Context: an optimization exercise on an open-source flow, tuned for small area. The choices shown serve that exercise and are no tape-out recipe.
At most, simulation tests tie the RTL to the original design; equivalence was not proved.
Only the layout flow was run in run 2; the RTL was not checked for function there.
Power figures rest on the tool's default switching activity, not on a simulated workload.

File: design/flow/config.mk
export PLATFORM = sky130hd
export DESIGN_NAME = pcie_cfg_top
export DESIGN_NICKNAME = pcie_cfg_top
export VERILOG_FILES = /design/flow/design.v
export SDC_FILE = /design/flow/constraint.sdc
export NUM_CORES = 4
export LEC_CHECK = 0
export CAP_MARGIN = 20
export CORE_MARGIN = 2
export CORE_UTILIZATION = 40
export SLEW_MARGIN = 20
File: design/flow/constraint.sdc
create_clock -name core_clock -period 5.0 [get_ports {clk_pcie}]
set_input_delay 1.0000 -clock core_clock [delete_from_list [all_inputs] [get_ports {clk_pcie}]]
set_output_delay 1.0000 -clock core_clock [all_outputs]
set_load 0.01 [all_outputs]
File: design/flow/design.v
`timescale 1ns/100ps
module pcie_cfg_top (
    input  logic        clk_pcie,
    input  logic        rst,
    input  logic [63:0] i_cmd,
    input  logic        i_cmd_valid,
    output logic        o_cmd_ready,
    output logic [31:0] o_resp,
    output logic        o_resp_valid,
    input  logic        i_resp_ready,
    input  logic [63:0] i_stat,
    input  logic [31:0] i_cfg_mgmt_do,
    input  logic        i_cfg_mgmt_rd_wr_done,
    output logic [46:0] o_mgmt,
    output logic        o_cfg_mgmt_rd_en,
    output logic        o_cfg_mgmt_wr_en,
    output logic [63:0] o_cfg_dsn,
    output logic [15:0] o_pcie_id
);
    localparam logic [191:0] RW_RESET = {
        16'h0000,                        
        4'hf, 2'b00, 10'h000,            
        32'h0000_0000,                   
        64'h0000_0001_0200_0c17,         
        32'd24,                          
        16'h0000,                        
        16'h6745                         
    };
    localparam int DEPTH = 7;            
    logic [191:0] rw;
    logic         d_rd;                  
    logic         d_wr;                  
    logic [15:0]  d_addr;
    logic [15:0]  d_mask;                
    logic [15:0]  d_val;
    logic         st_rd;                 
    logic         st_wr;                 
    logic         res_valid;
    logic         res_any;               
    logic [9:0]   res_dwaddr;
    logic [3:0]   res_byte_en;
    logic [31:0]  res_data;
    logic [31:0]  mem [0:DEPTH-1];
    logic [2:0]   wp;                    
    logic [2:0]   rp;                    
    logic [2:0]   cnt;                   
    logic         pp;                    
    logic hold;
    logic accept;
    logic idle;
    assign idle        = ~st_rd & ~st_wr;
    assign hold        = rw[18] & (rw[16] | rw[17] | ~idle);
    assign o_cmd_ready = ~(cnt[2] & (cnt[1] | cnt[0])) & ~hold;
    assign accept      = i_cmd_valid & o_cmd_ready;
    always_ff @(posedge clk_pcie)
    begin
        d_rd   <= ~rst & accept & i_cmd[12];
        d_wr   <= ~rst & accept & i_cmd[13] & i_cmd[31];
        d_addr <= i_cmd[31:16];
        d_mask <= {i_cmd[39:32], i_cmd[47:40]};
        d_val  <= {i_cmd[55:48], i_cmd[63:56]};
    end
    logic done;
    logic start_ok;
    logic take_rd;
    logic take_wr;
    logic finish;
    assign done     = i_cfg_mgmt_rd_wr_done;
    assign start_ok = idle & ~done;
    assign take_rd  = start_ok & rw[16];
    assign take_wr  = start_ok & ~rw[16] & rw[17];
    assign finish   = ~idle & done;
    assign o_cfg_mgmt_rd_en = st_rd & ~done;
    assign o_cfg_mgmt_wr_en = st_wr & ~done;
    always_ff @(posedge clk_pcie)
    begin
        if (rst)
        begin
            st_rd     <= 1'b0;
            st_wr     <= 1'b0;
            res_valid <= 1'b0;
            res_any   <= 1'b0;
        end
        else
        begin
            st_rd <= take_rd | o_cfg_mgmt_rd_en;
            st_wr <= take_wr | o_cfg_mgmt_wr_en;
            if (take_rd | take_wr)
                res_valid <= 1'b0;
            else if (finish)
                res_valid <= 1'b1;
            if (finish)
                res_any <= 1'b1;
        end
    end
    always_ff @(posedge clk_pcie)
    begin
        if (finish)
        begin
            res_dwaddr  <= rw[169:160];
            res_byte_en <= rw[175:172];
            res_data    <= i_cfg_mgmt_do;
        end
    end
    logic [14:0]  off;
    logic         off_lo;                
    logic [23:0]  bsel;                  
    logic [7:0]   mask_e, mask_o;        
    logic [7:0]   val_e, val_o;
    logic [191:0] we;
    logic [191:0] wd;
    assign off    = d_addr[14:0];
    assign off_lo = (off[14:5] == 10'd0);
    assign mask_e = off[0] ? d_mask[15:8] : d_mask[7:0];
    assign mask_o = off[0] ? d_mask[7:0]  : d_mask[15:8];
    assign val_e  = off[0] ? d_val[15:8]  : d_val[7:0];
    assign val_o  = off[0] ? d_val[7:0]   : d_val[15:8];
    always_comb
    begin
        for (int b = 0; b < 24; b++)
        begin
            bsel[b] = d_wr & off_lo & ((off[4:0] == 5'(b)) | ((b > 0) && (off[4:0] == 5'(b - 1))));
            for (int j = 0; j < 8; j++)
            begin
                we[8*b+j] = bsel[b] & ((b % 2 == 0) ? mask_e[j] : mask_o[j]);
                wd[8*b+j] = (b % 2 == 0) ? val_e[j] : val_o[j];
            end
        end
    end
    logic [191:0] en;
    logic [191:0] dd;
    always_comb
    begin
        for (int i = 0; i < 192; i++)
        begin
            en[i] = (rst | bsel[i/8]) & (rst | (((i/8) % 2 == 0) ? mask_e[i%8] : mask_o[i%8]));
            dd[i] = rst ? RW_RESET[i] : wd[i];
        end
        en[16] = rst | we[16] | take_rd;
        en[17] = rst | we[17] | take_wr;
        dd[16] = ~rst & we[16] & wd[16];
        dd[17] = ~rst & we[17] & wd[17];
    end
    always_ff @(posedge clk_pcie)
    begin
        for (int i = 0; i < 192; i++)
        begin
            if (en[i])
                rw[i] <= dd[i];
        end
    end
    assign o_cfg_dsn = rw[127:64];
    assign o_mgmt    = {rw[158:128], rw[169:160], rw[175:172], rw[170], rw[171]};
    assign o_pcie_id = i_stat[63:48];
    logic [7:0]  rwe [0:11];             
    logic [7:0]  rwo [0:11];             
    logic [7:0]  roe [0:13];             
    logic [7:0]  roo [0:13];             
    logic [3:0]  h;
    logic [3:0]  g;
    logic        in_range;
    logic [7:0]  bx_e;
    logic [7:0]  bx_o;
    logic [15:0] rdata;
    always_comb
    begin
        for (int k = 0; k < 12; k++)
        begin
            rwe[k] = rw[16*k +: 8];
            rwo[k] = rw[16*k+8 +: 8];
        end
        roe[0]  = 8'h01;                roo[0]  = 8'h23;
        roe[1]  = {6'b0, o_cfg_mgmt_wr_en, o_cfg_mgmt_rd_en};
                                        roo[1]  = 8'h00;
        roe[2]  = 8'd28;                roo[2]  = 8'h00;
        roe[3]  = 8'h00;                roo[3]  = 8'h00;
        roe[4]  = i_stat[55:48];        roo[4]  = i_stat[63:56];
        roe[5]  = i_stat[39:32];        roo[5]  = i_stat[47:40];
        roe[6]  = i_cfg_mgmt_do[7:0];   roo[6]  = i_cfg_mgmt_do[15:8];
        roe[7]  = i_cfg_mgmt_do[23:16]; roo[7]  = i_cfg_mgmt_do[31:24];
        roe[8]  = i_stat[23:16];        roo[8]  = i_stat[31:24];
        roe[9]  = i_stat[7:0];          roo[9]  = i_stat[15:8];
        roe[10] = res_any ? res_dwaddr[7:0] : 8'h00;
        roo[10] = res_any ? {res_byte_en, res_valid, 1'b0, res_dwaddr[9:8]} : {4'h0, res_valid, 3'b000};
        roe[11] = 8'h00;                roo[11] = 8'h00;
        roe[12] = res_any ? res_data[7:0]   : 8'h00;
        roo[12] = res_any ? res_data[15:8]  : 8'h00;
        roe[13] = res_any ? res_data[23:16] : 8'h00;
        roo[13] = res_any ? res_data[31:24] : 8'h00;
    end
    assign h        = off[4:1];
    assign g        = 4'(({1'b0, off[4:0]} + 6'd1) >> 1);
    assign in_range = off_lo & (d_addr[15] ? (off[4:0] <= 5'd22) : (off[4:0] <= 5'd26));
    always_comb
    begin
        bx_e = 8'h00;
        bx_o = 8'h00;
        if (d_addr[15])
        begin
            if (g < 4'd12) bx_e = rwe[g];
            if (h < 4'd12) bx_o = rwo[h];
        end
        else
        begin
            if (g < 4'd14) bx_e = roe[g];
            if (h < 4'd14) bx_o = roo[h];
        end
        if (!in_range)
            rdata = 16'h0000;
        else if (off[0])
            rdata = {bx_o, bx_e};
        else
            rdata = {bx_e, bx_o};
    end
    logic pop;
    assign o_resp_valid = (cnt != 3'd0);
    assign o_resp       = mem[rp];
    assign pop          = o_resp_valid & i_resp_ready;
    always_ff @(posedge clk_pcie)
    begin
        if (rst)
        begin
            wp  <= '0;
            rp  <= '0;
            cnt <= '0;
            pp  <= 1'b0;
        end
        else
        begin
            pp <= d_rd;
            if (d_rd)
                wp <= (wp == 3'(DEPTH - 1)) ? '0 : wp + 1'b1;
            if (pop)
                rp <= (rp == 3'(DEPTH - 1)) ? '0 : rp + 1'b1;
            cnt <= cnt + 3'(pp) - 3'(pop);
        end
    end
    always_ff @(posedge clk_pcie)
    begin
        if (d_rd)
            mem[wp] <= {d_addr, rdata};
    end
endmodule
File: design/flow/flow/run.sh
#!/bin/bash
# Own layout flow: the standard synthesis, then the combinational logic re-mapped for area
# (flip-flops kept exactly as the standard synthesis made them), then the standard ORFS layout
# with small port buffers and a clock tree of smaller buffers without dummy loads.
set -euo pipefail
HERE=$(pwd)
FLOWDIR=$HERE/flow
RES=$HERE/orfs/results/$FLOW_PLATFORM/pcie_cfg_top/base
LIB=$FLOW_HOME/platforms/$FLOW_PLATFORM/lib/sky130_fd_sc_hd__tt_025C_1v80.lib
YOSYS=$FLOW_HOME/../tools/install/yosys/bin/yosys; [[ -x $YOSYS ]] || YOSYS=yosys

# 1. Standard synthesis
bash standard.sh synth > $HERE/flow_synth.log 2>&1

# 2. Re-map the combinational logic with a few area scripts and keep the smallest result
cp $RES/1_2_yosys.v $HERE/1_2_yosys.standard.v
DONT_USE=$(sed -n '/DONT_USE_CELLS/,/^$/p' $FLOW_HOME/platforms/$FLOW_PLATFORM/config.mk | grep -o 'sky130_fd_sc_hd__[A-Za-z0-9_]*' | tr '\n' ' ')
SCRIPTS=(
  "+strash;dc2;dc2;dch,-f;amap,-F,5;topo"
  "+strash;dch,-f;amap;topo"
  "+strash;&get,-n;&deepsyn,-T,60;&put;dch,-f;amap;topo"
  "+strash;&get,-n;&deepsyn,-T,60,-S,7;&put;dch,-f;amap,-F,5;topo"
)
for i in "${!SCRIPTS[@]}"; do
  LIB=$LIB IN_V=$HERE/1_2_yosys.standard.v OUT_V=$HERE/remap_$i.v TOP=$FLOW_TOP \
    DONT_USE="$DONT_USE" ABC_OPTS="-script ${SCRIPTS[$i]}" \
    $YOSYS -c $FLOWDIR/resynth.tcl > $HERE/flow_resynth_$i.log 2>&1 &
done
wait
best=""; best_area=""
for i in "${!SCRIPTS[@]}"; do
  a=$(grep -o "Chip area for module.*: [0-9.]*" $HERE/remap_$i.v.stat | awk '{print $NF}' || true)
  echo "script $i area $a" >> $HERE/flow_resynth_pick.log
  if [[ -n "$a" ]] && { [[ -z "$best" ]] || awk -v a=$a -v b=$best_area 'BEGIN{exit !(a<b)}'; }; then
    best=$i; best_area=$a
  fi
done
echo "picked $best" >> $HERE/flow_resynth_pick.log
cp $HERE/remap_$best.v $RES/1_2_yosys.v
rm -f $RES/1_synth.odb $RES/1_synth.sdc

# 3. The rest of the standard layout
export BUFFER_PORTS_ARGS="-buffer_cell sky130_fd_sc_hd__buf_1"
export CTS_ARGS="-sink_clustering_enable -repair_clock_nets -dont_use_dummy_load -buf_list sky130_fd_sc_hd__clkbuf_8 -sink_clustering_size 25 -sink_clustering_max_diameter 50"
bash standard.sh > $HERE/flow_layout.log 2>&1
File: design/flow/flow/resynth.tcl
yosys -import
# Re-map the combinational logic of a synthesized netlist; flip-flops stay the cells they are.
set lib $::env(LIB)
read_liberty -ignore_miss_func $lib
blackbox sky130_fd_sc_hd__*df* sky130_fd_sc_hd__dlx* sky130_fd_sc_hd__dlr* sky130_fd_sc_hd__*dlclkp* sky130_fd_sc_hd__*dlat*
read_verilog -overwrite $::env(IN_V)
hierarchy -top $::env(TOP)
flatten
opt -purge
set dont_use {}
foreach c $::env(DONT_USE) { lappend dont_use -dont_use $c }
abc -liberty $lib {*}$dont_use {*}$::env(ABC_OPTS)
opt_clean -purge
hilomap -singleton -hicell sky130_fd_sc_hd__conb_1 HI -locell sky130_fd_sc_hd__conb_1 LO
splitnets
opt_clean -purge
insbuf -buf sky130_fd_sc_hd__buf_4 A X
tee -o $::env(OUT_V).stat stat -liberty $lib
write_verilog -noattr -nohex -nodec $::env(OUT_V)
File: design/flow/standard.sh
#!/bin/bash
# synth_recipe.tcl (not shown) runs the flow's synth.tcl, then flattens the netlist and writes it again
# the make line also repeats each setting of config.mk as NAME=value (left out here)
make -C /OpenROAD-flow-scripts/flow DESIGN_CONFIG=/design/flow/config.mk WORK_HOME=/design/flow/orfs CLKGATE_MAP_FILE= SYNTH_SCRIPT=/design/flow/synth_recipe.tcl "${@:-finish}"
==> results.yml, run 1 <==
worst_hold_path:
  hp-class: "input port to flop"
  hold-path-cell-count: 1
  min_from: "i_cmd[62]"
  hold_end: "d_val[6]"
cells_and_area:
  fin_util_pct: 44.85
  fin_area_um2: 23570
  final_net_count: 2034
  syn2layout_area_growth_pct: 10.95
  drive_gt1_share_pct: 6.909
floorplanning:
  ios: 328
  dieHeight_um: 234.4
  initial_core_util_pct: 40.42
  coreArea_um2: 52550
  rows: 84
  die_x_um: 234.4
  die_area_um2: 54960
grt:
  gr-total-overflow: 0
  grt_first_pass_wirelength_um: 96520
  antenna_found_initial: 3
  grt_pass1_vias: 14590
  grt_max_degree: 45
  grt_usage_pct: 24.18
timing:
  min_period_ns: 4.174
  skew_ns: 0.08258
  rsz0062_at_grt: "false"
  final-max-slew-violation-count: 0
  finalHoldViolCount: 0
  finalCritPeriodShare_pct: 83.47
  setup-violations-final: 0
  tns_ns: 0
  worst_pin_slew_ns: 1.178
  max_slew_margin_pct: 21.08
  fmax_mhz: 239.6
drt:
  vias: 15220
  drt-pass1-iter-count: 11
  wire_per_inst_um: 26.60
  ant_nets: 0
  drt_iter0_drc: 2044
  avgViaCountPerCell: 5.952
  drc: 0
  drt_wl_total_um: 68000
yosys:
  synth_nets: 1736
  synth_warnings: 5
  syn_area_per_cell_um2: 13.52
  synthCells: 1571
  synth_area_um2: 21240
placement:
  port_buffers: 313
  dpl_cell_area_um2: 22830
  globalplace.congestion: 0.9102
  dpl.hpwl_um: 47070
flow_run:
  maxCapViolCount: 0
clock_tree:
  cts_buffers: 50
  clock_path_buffers: 3
  postCtsHoldBufs: 0
  cts_setup_buffers: 0
  clk_latency_ns: 0.68
  clkTransAtPathRegs_ns: 0.10
  ctsResizeCount: 0
  h-tree-depth: 2
  root_buffer: "clkbuf_8"
  cts_tree: "done"
  clock-sinks: 529
critical_path:
  crit_chain: "clkinv_1 -> nor2_1 -> clkinv_1 -> nor2_1 -> a221oi_1 -> nand2_1 -> o21ai_0 -> o21a_1 -> o22a_1 -> o22ai_1"
  cp-startpoint: "d_addr[4]"
  crit_required_ns: 5.31
  slowest_stage: "nor2_1"
  end_kind: "flop"
  reg2reg_slack_ns: 0.83
  slowest_delay_ns: 0.77
  start_kind: "flop"
  arrival_ns: 4.48
  crit_family: "compound AO/OA/AOI/OAI gates"
  rr_startpoint: "d_addr[4]"
  cp_num_buf_inv: 2
  path_class: "flop to flop"
  cp_max_fo: 12
  rr_worst_depth: 10
  rr_endpoint: "mem[1][8]"
power_and_ir_drop:
  switching_power_w: 0.002320
  share_seq_of_total_power_pct: 59.9
  comb_power_share_pct: 13.4
  switching_share_pct: 27.20
  p_int_w: 0.006209
  power_density_nw_per_um2: 361.9
  leakage_nw: 7.686
  pwr-share-clk_pct: 26.7
  vdd_drop_max_mv: 0.1962
outcome:
  outcome: "complete, no violations"
-- worst max path at each step --
stage,end,slack (ns),depth (start not counted)
2_1_floorplan,mem[5][0],0.80,2
3_3_place_gp,mem[4][14],1.08,12
3_5_place_dp,mem[1][9],1.05,15
4_1_cts,o_resp[5],0.94,6
5_1_grt,mem[3][14],0.65,12
6_report,mem[1][8],0.83,10
-- final cells by class --
class	instances	area (um^2)
Fill cell	4866	28980
Timing Repair Buffer	373	1627
Antenna cell	2	5.005
Clock buffer	50	688.2
Multi-Input combinational cell	808	4771
Sequential cell	529	15210
Inverter	107	401.6
Tap cell	688	860.8
-- state kept, by name, summed over array words and instances, names as in the netlist, 3 cells and up, named ones only --
name / cells
d_mask: 16
res_data: 32
d_val: 16
rw: 192
rp: 3
d_addr: 16
cnt: 3
wp: 3
res_dwaddr: 10
mem: 224
res_byte_en: 4
-- cells in the final DEF, fill, tap and decap left out, drive strengths merged, types with 4 or more instances in the layout --
cell	count
nand3	33
nand4	8
a22oi	61
clkinv	107
nor3	18
o22ai	76
o21ai	41
a222oi	85
dfxtp	67
nor2	285
nand2	51
a21oi	18
or2	16
buf	371
o21a	5
o221ai	8
o2111ai	4
o211ai	4
a22o	10
a32oi	4
a221oi	14
clkbuf	52
edfxtp	462
o311a	6
a31oi	17
nor2b	4
nor4	10
-- per-stage QoR --
stage	worst slack (ns)	hold slack, ns	power [W]	std cells
after floorplan	0.8009	0.4456	0.005818	1571
after global placement	1.084	0.4656	0.006323	2503
after detailed placement	1.051	0.4779	0.006343	2503
after CTS	0.9351	0.3703	0.008543	2553
after global routing	0.6519	0.3913	0.008806	2557
final	0.8263	0.4041	0.008529	2557
-- power groups by stage --
stage          sequential (W)  combinational [W]  clock (W)
2_1_floorplan         0.00514           0.000674          0
3_3_place_gp          0.00520            0.00113          0
3_5_place_dp          0.00520            0.00114          0
4_1_cts               0.00510            0.00114    0.00230
5_1_grt               0.00512            0.00123    0.00245
6_report              0.00511            0.00115    0.00228
-- per-layer routing --
metal	GRT usage, %	share of wire [%]	up-vias
li1	-	-	6580
met1	32.67	39	7607
met2	38.81	48	887
met3	4.276	9.3	144
met4	9.748	3.8	2
met5	0	0.022	-
==> run 2: changes to the inputs <==
--- a/design/flow/design.v
+++ b/design/flow/design.v
@@ -127,26 +127,16 @@
             end
         end
     end
-    logic [191:0] en;
-    logic [191:0] dd;
-    always_comb
+    always_ff @(posedge clk_pcie)
     begin
         for (int i = 0; i < 192; i++)
         begin
-            en[i] = (rst | bsel[i/8]) & (rst | (((i/8) % 2 == 0) ? mask_e[i%8] : mask_o[i%8]));
-            dd[i] = rst ? RW_RESET[i] : wd[i];
-        end
-        en[16] = rst | we[16] | take_rd;
-        en[17] = rst | we[17] | take_wr;
-        dd[16] = ~rst & we[16] & wd[16];
-        dd[17] = ~rst & we[17] & wd[17];
-    end
-    always_ff @(posedge clk_pcie)
-    begin
-        for (int i = 0; i < 192; i++)
-        begin
-            if (en[i])
-                rw[i] <= dd[i];
+            if (rst)
+                rw[i] <= RW_RESET[i];
+            else if (we[i])
+                rw[i] <= wd[i];
+            else if ((i == 16 && take_rd) || (i == 17 && take_wr))
+                rw[i] <= 1'b0;
         end
     end
     assign o_cfg_dsn = rw[127:64];
==> design/flow/run.sh (new file) <==
#!/bin/bash
# synth_recipe.tcl (not shown) runs the flow's synth.tcl, then flattens the netlist and writes it again
# the make line also repeats each setting of config.mk as NAME=value (left out here)
make -C /OpenROAD-flow-scripts/flow DESIGN_CONFIG=/design/flow/config.mk WORK_HOME=/design/flow/orfs CLKGATE_MAP_FILE= SYNTH_SCRIPT=/design/flow/synth_recipe.tcl finish
--- a/design/flow/config.mk
+++ b/design/flow/config.mk
@@ -5,6 +5,7 @@
 export SDC_FILE = /design/flow/constraint.sdc
 export NUM_CORES = 4
 export LEC_CHECK = 0
+export ABC_AREA = 1
 export CAP_MARGIN = 20
 export CORE_MARGIN = 2
 export CORE_UTILIZATION = 40
removed: design/flow/flow/run.sh
removed: design/flow/flow/resynth.tcl
removed: design/flow/standard.sh
==> run 2 against run 1 <==
Compared with the run above:
- clock power is 83% higher
- sequential share of layout area is 19 points lower
- combinational power rose by 31%
- still clean
- final cell count rose by 47%
- sequential cell count did not move
==> results.yml, run 2 <==
timing:
  final-max-slew-violation-count: 0
  worst_pin_slew_ns: 1.108
  tns_ns: 0
  rsz0062_at_grt: "false"
  skew_ns: 0.02572
  setup-violations-final: 0
  fmax_mhz: 226.1
  min_period_ns: 4.422
  finalCritPeriodShare_pct: 88.44
  max_slew_margin_pct: 26.16
  hold_ws_ns: 0.4594
  finalHoldViolCount: 0
cells_and_area:
  drive_gt1_share_pct: 6.344
  fin_util_pct: 48.25
  fin_area_um2: 29070
  final_net_count: 3105
  syn2layout_area_growth_pct: 19.49
  top_register: "mem"
  largest_register_ff_count: 224
  final_common_cell: "nand2_1"
  reg_top3: "mem (224), rw (192), res_data (32)"
  fill_cells: 5650
  layout_common_cells: "603 x nand2_1, 312 x clkdlybuf4s50_1, 270 x edfxtp_1"
power_and_ir_drop:
  pwr-share-clk_pct: 40.3
  switching_share_pct: 26.57
  vdd_drop_max_mv: 0.2518
  switching_power_w: 0.002751
  leakage_nw: 10.63
  finalPower_w: 0.01035
  p_int_w: 0.007603
  share_seq_of_total_power_pct: 45.1
  comb_power_share_pct: 14.6
  power_density_nw_per_um2: 356.2
clock_tree:
  postCtsHoldBufs: 0
  cts_buffers: 56
  clock-sinks: 529
  ctsResizeCount: 0
  clock_path_buffers: 3
  h-tree-depth: 2
  clk_latency_ns: 0.62
  root_buffer: "clkbuf_16"
  cts_tree: "done"
  clkTransAtPathRegs_ns: 0.06
  cts_setup_buffers: 0
floorplanning:
  initial_core_util_pct: 40.38
  rows: 90
  die_x_um: 250.6
  dieHeight_um: 250.6
  coreArea_um2: 60250
  die_area_um2: 62800
  ios: 328
drt:
  drt-pass1-iter-count: 7
  drt_wl_total_um: 80860
  wire_per_inst_um: 21.48
  vias: 20780
  avgViaCountPerCell: 5.522
  drt_iter0_drc: 2017
  drc: 0
  ant_nets: 0
grt:
  grt_usage_pct: 25.21
  grt_max_degree: 97
  gr-total-overflow: 0
  antenna_found_initial: 2
  grt_first_pass_wirelength_um: 121400
  grt_pass1_vias: 20030
yosys:
  ys_ff_latch: 529
  synth_area_um2: 24320
  synth_top_area_cell: "edfxtp_1"
  synth_warnings: 5
  synth-seq-area-share_pct: 54.65
  synth_top_area_share_pct: 33.33
  synthDistinctLibCells: 41
  synth.area.top_cells: "edfxtp_1 33%, dfxtp_1 21%, nand2_1 9.3%"
  ys.flop_type: "edfxtp_1"
  synth-edff-count: 270
  async_reset_ff_share_pct: 0
  syn_area_per_cell_um2: 8.703
  synthCells: 2795
  synth_most_common_cell: "nand2_1"
  ys_top_cells_by_count: "603 x nand2_1, 270 x edfxtp_1, 259 x dfxtp_1"
  synth_nets: 2969
placement:
  port_buffers: 313
  globalplace.congestion: 0.9193
  dpl_cell_area_um2: 27200
  dpl.hpwl_um: 55340
outcome:
  outcome: "complete, no violations"
critical_path:
  arrival_ns: 3.42
  rr_worst_depth: 15
  end_kind: "output port"
  path_class: "flop to output port"
  start_kind: "flop"
  crit_required_ns: 4.00
  cp_max_fo: 69
worst_hold_path:
  hp-class: "flop to flop"
  hold-path-cell-count: 2
flow_run:
  maxCapViolCount: 0
==> run 2: changes by cell type in the layout (fill, tap and decap cells not counted), sizes merged, moves of 189 or more <==
cell / delta
nand2: +557
buf: -334
clkdlybuf4s50: +312
a21oi: +248
inv: +219
dfxtp: +192
edfxtp: -192
nand3: +191
o21ai: +189
==> run 2: layout make-up <==
cell class                      instances  area (um^2)  share of cell area (%)
Sequential cell                       529        13300                   45.75
Timing Repair Buffer                  350         3408                   11.73
Clock inverter                         20        183.9                  0.6328
Tap cell                              782        978.4                   3.366
Clock buffer                           86         1667                   5.734
Antenna cell                            3        7.507                 0.02583
Inverter                              223        837.1                   2.880
Multi-Input combinational cell       1771         8687                   29.89
==> run 2: worst paths after layout <==
path             start         end  slack [ns]
max               flop  o_resp[31]        0.58
min            rw[191]     rw[191]        0.46
max reg2reg  d_addr[2]  mem[1][11]        1.07
min reg2reg    rw[191]     rw[191]        0.46
==> run 2: worst max-delay path: stages (launching register included) <==
cell	delay (ns)
dfxtp_2	0.69
buf_4	0.71
nand2_1	0.10
a21oi_1	0.17
a21oi_1	0.06
o21ai_0	0.45
clkdlybuf4s50_1	0.63
==> run 2: cell families after synthesis <==
kind of cell	count (synthesis)	synth area share, %
buffers and inverters	495	9.804
AO/OA/AOI/OAI	676	16.36
XOR/XNOR	1	0.03601
AND/OR/NAND/NOR	1085	18.66
adder cells (fa/ha/maj)	9	0.4938
flip-flops	529	54.65
==> run 2: through the flow <==
stage | setup WS [ns] | std cells
floorplan | 1.485 | 2795
global placement | 1.241 | 3654
detailed placement | 1.161 | 3654
CTS | 0.5342 | 3760
global route | 0.3599 | 3762
finish | 0.5779 | 3764
==> run 2: metal layers <==
layer / vias up / part of all wire [%] / track usage (%) / routed length [um]
met4: 0 / 3.7 / 9.547 / 2965
met5: - / 0 / 0 / 0
met3: 172 / 6.3 / 3.585 / 5087
met2: 813 / 49 / 42.63 / 39390
li1: 9833 / - / - / -
met1: 9966 / 41 / 32.75 / 33410
==> run 2: power groups by stage <==
stage / Sequential (W) / Clock (W) / Combinational [W]
3_3_place_gp: 0.00476 / 0 / 0.00149
3_5_place_dp: 0.00477 / 0 / 0.00151
2_1_floorplan: 0.00472 / 0 / 0.000855
6_report: 0.00467 / 0.00417 / 0.00151
4_1_cts: 0.00467 / 0.00423 / 0.00152
5_1_grt: 0.00468 / 0.00440 / 0.00166

## re-timing with driven ports
In the flow no input, the clock included, has a driving cell. The finished layouts below were timed again as built, in two steps.
Step 1 sets driving cells, clkbuf_16 on the clock port and buf_2 on the other inputs (assumed; they add their load-dependent delay and slew).
Step 2 adds t to the input delays and takes it off the output delays; t is the mean of the earliest and latest rising clock arrival at the registers after step 1. Input paths then give back, and output paths get back, about the clock's delay inside the block.
a / b / c = ideal / step 1 / step 2; a / b = the first two.
run	shift t [ns]	setup WS [ns]	worst register clock-pin slew, ns
run 1	0.688	0.826 / 0.826 / 0.826	0.12 / 0.12
run 2	0.672	0.578 / 0.517 / 1.074	0.07 / 0.07
After both steps every run listed still meets setup and hold.
